This design comes from an exercise in tuning for small area, a short achievable clock period and few clock cycles on the open sky130 flow, not from production work.
Only simulation tests tie the RTL to the original design; equivalence was not proved.
Power figures rest on the tool's default switching activity, not on a simulated workload.

--- flow/run.sh ---
#!/bin/bash
# synth_recipe.tcl (not shown) runs the flow's synth.tcl, then flattens the netlist and writes it again
# the make line also repeats each setting of config.mk as NAME=value (left out here)
make -C /OpenROAD-flow-scripts/flow DESIGN_CONFIG=/design/flow/config.mk WORK_HOME=/design/flow/orfs CLKGATE_MAP_FILE= SYNTH_SCRIPT=/design/flow/synth_recipe.tcl finish
--- flow/config.mk ---
export PLATFORM = sky130hd
export DESIGN_NAME = multi_term_substring_filter_top
export DESIGN_NICKNAME = multi_term_substring_filter_top
export VERILOG_FILES = /design/flow/design.v
export SDC_FILE = /design/flow/constraint.sdc
export NUM_CORES = 4
export LEC_CHECK = 0
export CAP_MARGIN = 20
export CORE_MARGIN = 2
export CORE_UTILIZATION = 40
export SLEW_MARGIN = 20
--- flow/constraint.sdc ---
create_clock -name core_clock -period 6.0 [get_ports {clk_i}]
set_input_delay 1.2000 -clock core_clock [delete_from_list [all_inputs] [get_ports {clk_i}]]
set_output_delay 1.2000 -clock core_clock [all_outputs]
set_load 0.01 [all_outputs]
--- flow/design.v ---
package mtsf_pkg;
  localparam int MaxTerms   = 8;
  localparam int MaxTermLen = 32;
  localparam int LenW     = $clog2(MaxTermLen + 1);
  localparam int CountW   = $clog2(MaxTerms + 1);
  localparam int TermIdxW = (MaxTerms > 1) ? $clog2(MaxTerms) : 1;
  localparam int PosW     = (MaxTermLen > 1) ? $clog2(MaxTermLen) : 1;
  localparam int ByteW   = 8;
  localparam int IndexW  = 16;
  localparam logic [ByteW-1:0]      SpaceChar = 8'h20;
  localparam logic [MaxTermLen-1:0] VecOne    = MaxTermLen'(1);
  typedef enum logic [1:0] {
    FuncClear  = 2'd0,
    FuncAppend = 2'd1,
    FuncRecord = 2'd2,
    FuncEnd    = 2'd3
  } func_e;
  typedef struct packed {
    logic             valid;
    func_e            func;
    logic [ByteW-1:0] data;
  } op_t;
  localparam int CharsW = MaxTerms * MaxTermLen * ByteW;
  localparam int LensW  = MaxTerms * LenW;
endpackage
module mtsf_query (
  input  logic                          clk_i,
  input  logic                          rst_ni,
  input  mtsf_pkg::op_t                 op_i,
  output logic [mtsf_pkg::CharsW-1:0]   chars_o,
  output logic [mtsf_pkg::LensW-1:0]    lens_o,
  output logic                          overflow_o
);
  localparam int ByteW = mtsf_pkg::ByteW;
  localparam int LenW  = mtsf_pkg::LenW;
  logic [mtsf_pkg::CharsW-1:0]   chars_q;
  logic [mtsf_pkg::LensW-1:0]    lens_q;
  logic [mtsf_pkg::CountW-1:0]   count_q, count_d;
  logic                          ovf_q, ovf_d;
  logic                          drop_q, drop_d;
  logic [mtsf_pkg::TermIdxW-1:0] cur;
  logic [LenW-1:0]               cur_len;
  logic                          wr_en;
  logic                          clr_en;
  logic [mtsf_pkg::PosW-1:0]     wr_pos;
  assign cur      = mtsf_pkg::TermIdxW'(count_q - mtsf_pkg::CountW'(1));
  assign cur_len  = lens_q[cur*LenW +: LenW];
  assign wr_pos   = cur_len[mtsf_pkg::PosW-1:0];
  always_comb begin
    count_d = count_q;
    ovf_d   = ovf_q;
    drop_d  = drop_q;
    wr_en   = 1'b0;
    clr_en  = 1'b0;
    if (op_i.valid) begin
      case (op_i.func)
        mtsf_pkg::FuncClear: begin
          clr_en  = 1'b1;
          count_d = mtsf_pkg::CountW'(1);
          ovf_d   = 1'b0;
          drop_d  = 1'b0;
        end
        mtsf_pkg::FuncAppend: begin
          if (op_i.data == mtsf_pkg::SpaceChar) begin
            if (drop_q || (count_q >= mtsf_pkg::CountW'(mtsf_pkg::MaxTerms))) begin
              drop_d = 1'b1;
              ovf_d  = 1'b1;
            end else begin
              count_d = count_q + mtsf_pkg::CountW'(1);
            end
          end else if (drop_q || (cur_len >= LenW'(mtsf_pkg::MaxTermLen))) begin
            ovf_d = 1'b1;
          end else begin
            wr_en = 1'b1;
          end
        end
        default: begin
        end
      endcase
    end
  end
  always_ff @(posedge clk_i or negedge rst_ni) begin
    if (!rst_ni) begin
      count_q <= mtsf_pkg::CountW'(1);
      ovf_q   <= 1'b0;
      drop_q  <= 1'b0;
    end else begin
      count_q <= count_d;
      ovf_q   <= ovf_d;
      drop_q  <= drop_d;
    end
  end
  for (genvar t = 0; t < mtsf_pkg::MaxTerms; t++) begin : g_term
    logic term_wr;
    assign term_wr = wr_en && (cur == mtsf_pkg::TermIdxW'(t));
    always_ff @(posedge clk_i or negedge rst_ni) begin
      if (!rst_ni) begin
        lens_q[t*LenW +: LenW] <= '0;
      end else if (clr_en) begin
        lens_q[t*LenW +: LenW] <= '0;
      end else if (term_wr) begin
        lens_q[t*LenW +: LenW] <= lens_q[t*LenW +: LenW] + LenW'(1);
      end
    end
    for (genvar j = 0; j < mtsf_pkg::MaxTermLen; j++) begin : g_pos
      always_ff @(posedge clk_i) begin
        if (term_wr && (wr_pos == mtsf_pkg::PosW'(j))) begin
          chars_q[(t*mtsf_pkg::MaxTermLen+j)*ByteW +: ByteW] <= op_i.data;
        end
      end
    end
  end
  assign chars_o    = chars_q;
  assign lens_o     = lens_q;
  assign overflow_o = ovf_q;
endmodule
module mtsf_match (
  input  logic             clk_i,
  input  logic             rst_ni,
  input  mtsf_pkg::op_t    op_i,
  input  logic [mtsf_pkg::CharsW-1:0] chars_i,
  input  logic [mtsf_pkg::LensW-1:0]  lens_i,
  output logic             all_found_o
);
  logic [mtsf_pkg::MaxTerms*mtsf_pkg::MaxTermLen-1:0] pm_q, pm_d;
  logic [mtsf_pkg::MaxTerms-1:0] seen_q, seen_d;
  logic [mtsf_pkg::MaxTerms-1:0] term_ok;
  logic                          rec_en, other_en;
  assign rec_en   = op_i.valid && (op_i.func == mtsf_pkg::FuncRecord);
  assign other_en = op_i.valid && (op_i.func != mtsf_pkg::FuncRecord);
  for (genvar t = 0; t < mtsf_pkg::MaxTerms; t++) begin : g_term
    logic [mtsf_pkg::MaxTermLen-1:0] cmask, keep, last, step;
    logic [mtsf_pkg::LenW-1:0]       len;
    assign len = lens_i[t*mtsf_pkg::LenW +: mtsf_pkg::LenW];
    for (genvar j = 0; j < mtsf_pkg::MaxTermLen; j++) begin : g_pos
      assign cmask[j] = (chars_i[(t*mtsf_pkg::MaxTermLen+j)*mtsf_pkg::ByteW +: mtsf_pkg::ByteW] ==
                         op_i.data);
      assign keep[j]  = (mtsf_pkg::LenW'(j) < len);
      assign last[j]  = (mtsf_pkg::LenW'(j + 1) == len);
    end
    assign step = ((pm_q[t*mtsf_pkg::MaxTermLen +: mtsf_pkg::MaxTermLen] << 1) | mtsf_pkg::VecOne) & cmask & keep;
    always_comb begin
      pm_d[t*mtsf_pkg::MaxTermLen +: mtsf_pkg::MaxTermLen]   = pm_q[t*mtsf_pkg::MaxTermLen +: mtsf_pkg::MaxTermLen];
      seen_d[t] = seen_q[t];
      if (other_en) begin
        pm_d[t*mtsf_pkg::MaxTermLen +: mtsf_pkg::MaxTermLen]   = '0;
        seen_d[t] = 1'b0;
      end else if (rec_en && (len != '0)) begin
        pm_d[t*mtsf_pkg::MaxTermLen +: mtsf_pkg::MaxTermLen] = step;
        if (|(step & last)) begin
          seen_d[t] = 1'b1;
        end
      end
    end
    assign term_ok[t] = seen_q[t] || (len == '0);
  end
  always_ff @(posedge clk_i or negedge rst_ni) begin
    if (!rst_ni) begin
      pm_q   <= '0;
      seen_q <= '0;
    end else begin
      pm_q   <= pm_d;
      seen_q <= seen_d;
    end
  end
  assign all_found_o = &term_ok;
endmodule
module multi_term_substring_filter_top (
  input  logic        clk_i,
  input  logic        rst_ni,
  input  logic        s_axis_tvalid,
  output logic        s_axis_tready,
  input  logic [7:0]  s_axis_tdata,    
  input  logic [1:0]  s_axis_tuser,    
  output logic        m_axis_tvalid,
  input  logic        m_axis_tready,
  output logic [23:0] m_axis_tdata     
);
  logic                              in_valid_q;
  mtsf_pkg::func_e                   in_func_q;
  logic [mtsf_pkg::ByteW-1:0]        in_data_q;
  logic                              advance;
  logic                              out_load;
  logic                              out_valid_q;
  logic [mtsf_pkg::IndexW-1:0]       out_index_q;
  logic                              out_all_q;
  logic                              out_ovf_q;
  logic [mtsf_pkg::IndexW-1:0]       rec_cnt_q;
  mtsf_pkg::op_t                     op;
  logic [mtsf_pkg::CharsW-1:0]       chars;
  logic [mtsf_pkg::LensW-1:0]        lens;
  logic                              overflow;
  logic                              all_found;
  assign advance  = in_valid_q &&
                    ((in_func_q != mtsf_pkg::FuncEnd) || !out_valid_q || m_axis_tready);
  assign out_load = advance && (in_func_q == mtsf_pkg::FuncEnd);
  assign s_axis_tready = !in_valid_q || advance;
  assign op = {advance, in_func_q, in_data_q};
  always_ff @(posedge clk_i or negedge rst_ni) begin
    if (!rst_ni) begin
      in_valid_q  <= 1'b0;
      out_valid_q <= 1'b0;
      rec_cnt_q   <= '0;
    end else begin
      if (s_axis_tready) begin
        in_valid_q <= s_axis_tvalid;
      end
      if (out_load) begin
        out_valid_q <= 1'b1;
        rec_cnt_q   <= rec_cnt_q + mtsf_pkg::IndexW'(1);
      end else if (m_axis_tready) begin
        out_valid_q <= 1'b0;
      end
    end
  end
  always_ff @(posedge clk_i) begin
    if (s_axis_tready && s_axis_tvalid) begin
      in_func_q <= mtsf_pkg::func_e'(s_axis_tuser);
      in_data_q <= s_axis_tdata;
    end
    if (out_load) begin
      out_index_q <= rec_cnt_q;
      out_all_q   <= all_found;
      out_ovf_q   <= overflow;
    end
  end
  mtsf_query u_query (
    .clk_i      (clk_i),
    .rst_ni     (rst_ni),
    .op_i       (op),
    .chars_o    (chars),
    .lens_o     (lens),
    .overflow_o (overflow)
  );
  mtsf_match u_match (
    .clk_i       (clk_i),
    .rst_ni      (rst_ni),
    .op_i        (op),
    .chars_i     (chars),
    .lens_i      (lens),
    .all_found_o (all_found)
  );
  assign m_axis_tvalid = out_valid_q;
  assign m_axis_tdata  = {6'd0, out_ovf_q, out_all_q, out_index_q};
endmodule
==> flow_summary.json <==
{
  "outcome": "timing/DRC/antenna clean",
  "ys_warn_count": 3,
  "drv_cap": 0,
  "arrival_ns": 5.57,
  "port_buffers": 33,
  "numCtsBuffers": 276,
  "multi_input_area_sq_mm": 0.03382,
  "grt_pass1_vias": 60850,
  "synth_top_area_cell": "edfxtp_1",
  "placed_area_sq_mm": 0.1110,
  "synth_edf_count": 2076,
  "die-area_sq_mm": 0.2711,
  "core_sq_mm": 0.2653,
  "worstSetupPathType": "register to register",
  "rows": 189,
  "p_leak_uw": 0.03716,
  "drv_slew": 0,
  "crit_path_max_fanout": 19,
  "root_buffer": "clkbuf_16",
  "vias_per_cell": 5.475,
  "critPathLaunchType": "register",
  "max_slew_margin": 0.2734,
  "hold_viol_final": 0,
  "antenna_left": 0,
  "synth_area_per_cell_sq_um": 14.24,
  "regToRegStartpoint": "u_query.count_q[0]$_DFFE_PN1P_",
  "fp.dieW_um": 520.7,
  "synth_top_area_frac": 0.5838,
  "vdd_drop_max_mv": 0.3090,
  "cts_tree": "built",
  "fillCellCount": 23300,
  "drt-initial-drc-count": 5789,
  "yosys.area_share.simple": 0.08998,
  "synthTopCellsByCount": "edfxtp_1, xnor2_1, nor2_1, nand4_1, dfrtp_1",
  "reg2reg_depth": 8,
  "ys_seq_area_frac": 0.6607,
  "clkLatencyLatePin_ns": 0.92,
  "cts_resized": 0,
  "synth_mux_area_frac": 0.004910,
  "ys_types": 96,
  "hold_class": "input pin to asynchronous set/reset pin",
  "drtPass1Iterations": 6,
  "syn_to_final_growth_pct": 12.19,
  "finalSetupViolations": 0,
  "netlist_top_cells_area": "edfxtp_1, xnor2_1, dfrtp_1",
  "synth_xor_area_frac": 0.1715,
  "cp-startpoint": "u_query.count_q[0]$_DFFE_PN1P_",
  "antenna_found_initial": 16,
  "fin_crit_sh": 0.8429,
  "cts_max_level": 5,
  "worst_slew_pin_slew_ns": 1.086,
  "clock-sinks": 2404,
  "grt_overflow": 0,
  "r2r-end": "u_query.chars_q[1361]$_DFFE_PP_",
  "synth_top_family_by_area": "XOR/XNOR gates",
  "drc_errors": 0,
  "grt_max_degree": 125,
  "layout-drive-gt1-share": 0.08595,
  "finalCriticalPeriod_ns": 5.057,
  "clk_pin_slew_ns": 0.06,
  "via_count": 61840,
  "grt_use_total": 0.2048,
  "cp_data_required_time_ns": 6.52,
  "grt_pass1_wl_um": 417500,
  "ff_latch_area_sq_mm": 0.07055,
  "ys_seq_elements": 2404,
  "worstSetupEndpointType": "register",
  "fp.dieH_um": 520.7,
  "dpl.hpwl_um": 168900,
  "clock_path_buffers": 4,
  "synth_area_sq_mm": 0.1068,
  "pwr_density_cell_mw_per_mm2": 311.4,
  "wl_per_cell_um": 24.87,
  "async_flop_share": 0.1364,
  "synth-compound-area-share": 0.04540,
  "cts_hold_buf": 0,
  "initial_core_util": 0.4024,
  "rrSetupSlack_ns": 0.94,
  "io_pins": 40,
  "fin_skew_ns": 0.04331,
  "yosysMostFrequentCell": "edfxtp_1",
  "synthCells": 7497,
  "place.gp.congestion": 0.8680,
  "fmax_ghz": 0.1977,
  "setup.worst_path.end": "u_query.chars_q[1361]$_DFFE_PP_",
  "finalNetCount": 7601,
  "final_area_sq_mm": 0.1198,
  "rsz0062_at_grt": "false",
  "synthAdderAreaFrac": 0.003633,
  "routed_wl_um": 280900,
  "tns_ns": 0,
  "synth_ff_type": "edfxtp_1",
  "post-cts-setup-buffer-count": 0
}
## worst max-delay path: stages (launching register included)
cell and delay [ns]:
dfstp_2 0.84, inv_1 0.17, ha_1 0.24, xor2_1 0.79
mux2i_2 0.58, and3_1 0.36, nand2_1 0.56, buf_4 0.51
nor2_1 0.57
## worst min-delay path by stage
stage | to | slack (ns) | cells past startpoint | from
global placement | u_match.pm_q[190]$_DFFE_PN0P_ | 0.46 | 2 | u_match.pm_q[190]$_DFFE_PN0P_
global route | u_match.pm_q[249]$_DFFE_PN0P_ | 0.20 | 1 | rst_ni
floorplan | out_ovf_q$_DFFE_PP_ | 0.43 | 0 | u_query.ovf_q$_DFFE_PN0P_
CTS | u_match.pm_q[236]$_DFFE_PN0P_ | 0.17 | 1 | rst_ni
finish | u_match.pm_q[249]$_DFFE_PN0P_ | 0.21 | 1 | rst_ni
detailed placement | u_match.pm_q[155]$_DFFE_PN0P_ | 0.46 | 2 | u_match.pm_q[155]$_DFFE_PN0P_
## cell usage in the layout (no fill, tap or decap), types with 33 or more instances in the layout
cell	count
nor4_1	160
o211ai_1	81
nor2_1	386
nand2_1	263
o21ai_0	75
and3_1	33
edfxtp_1	2076
xnor2_1	1769
nand3_1	232
nand4_1	337
clkinv_2	38
a21oi_1	39
buf_4	128
dfrtp_1	327
inv_1	47
clkbuf_16	282
o2111ai_1	36
xor2_1	322
a22o_1	175
buf_12	35
clkbuf_1	61
nor3_1	190
## metrics by stage
stage	hold slack (ns)	power, uW	utilization	worst slack, ns	cells
floorplan	0.4254	20310	-	0.2035	7502
global placement	0.4564	21190	0.4182	1.125	10810
detailed placement	0.4593	21220	0.4182	1.043	10810
CTS	0.1738	37590	0.4514	0.9778	11280
global route	0.2022	38390	0.4514	0.6358	11290
finish	0.2103	37310	0.4515	0.9427	11290
## registers in the layout (all words and copies together) (netlist names), 2 cells and up
| register | count |
|---|---|
| u_match.seen_q | 8 |
| out_index_q | 16 |
| in_func_q | 2 |
| u_query.lens_q | 48 |
| u_query.count_q | 4 |
| rec_cnt_q | 16 |
| u_match.pm_q | 248 |
| u_query.chars_q | 2048 |
| in_data_q | 8 |
## final cells by class
class                   instances  area share
flip-flops and latches       2404      0.5889
clock inverters               103    0.009755
diodes                         12   0.0002507
well taps                    3533     0.03690
repair buffers                196     0.01667
clock buffers                 368     0.06369
inverters                      47    0.001473
multi-input cells            4631      0.2823
## logic make-up after synthesis
logic type               Yosys count
adder cells (fa/ha/maj)           31
AND/OR/NAND/NOR                 1842
buffers and inverters            467
multiplexers                      36
AO/OA/AOI/OAI                    625
XOR/XNOR                        2091
flip-flops                      2404
other                              1
## per-layer routing
| layer | up-vias | global-route usage | share of wire |
|---|---|---|---|
| met5 | - | 0 | 0 |
| met4 | 0 | 0.06855 | 0.034 |
| met3 | 527 | 0.03301 | 0.065 |
| met2 | 2184 | 0.3221 | 0.46 |
| met1 | 31500 | 0.2890 | 0.44 |
| li1 | 27620 | - | - |
## where the power goes
group / total, uW / internal [uW] / switching, uW
logic: 2470 / 761 / 1700
clock network: 16400 / 10000 / 6450
registers: 18400 / 18300 / 135
Testbench counts, summed over its fixed seeds: cycles 52,612.

[re-timing with driven ports]
Ports are ideal in the flow. The routed layout listed here was re-timed in OpenROAD. Step 1: set_driving_cell puts a clkbuf_16 on clk_i and a buf_2 on each other input, an assumption about the parent block. Step 2 times the ports against the registers' clock, not the clock port: input delays grow and output delays shrink by t, the midpoint of the rising clock arrivals with the driver on. Slacks: no drivers / after step 1 / after step 2; pairs: no drivers / after step 1.
t (ns): 1.004
setup WS [ns]: 0.943 / 0.943 / 0.943
clock arrival spread, ns: 0.047 / 0.046
slew at the worst register clock pin (ns): 0.06 / 0.06
worst slew at a driven data input, ns: 0.06
After both steps this run still meets setup and hold. For this run, drivers alone change the setup slack by 0.000 ns; drivers and shift together by 0.000 ns.
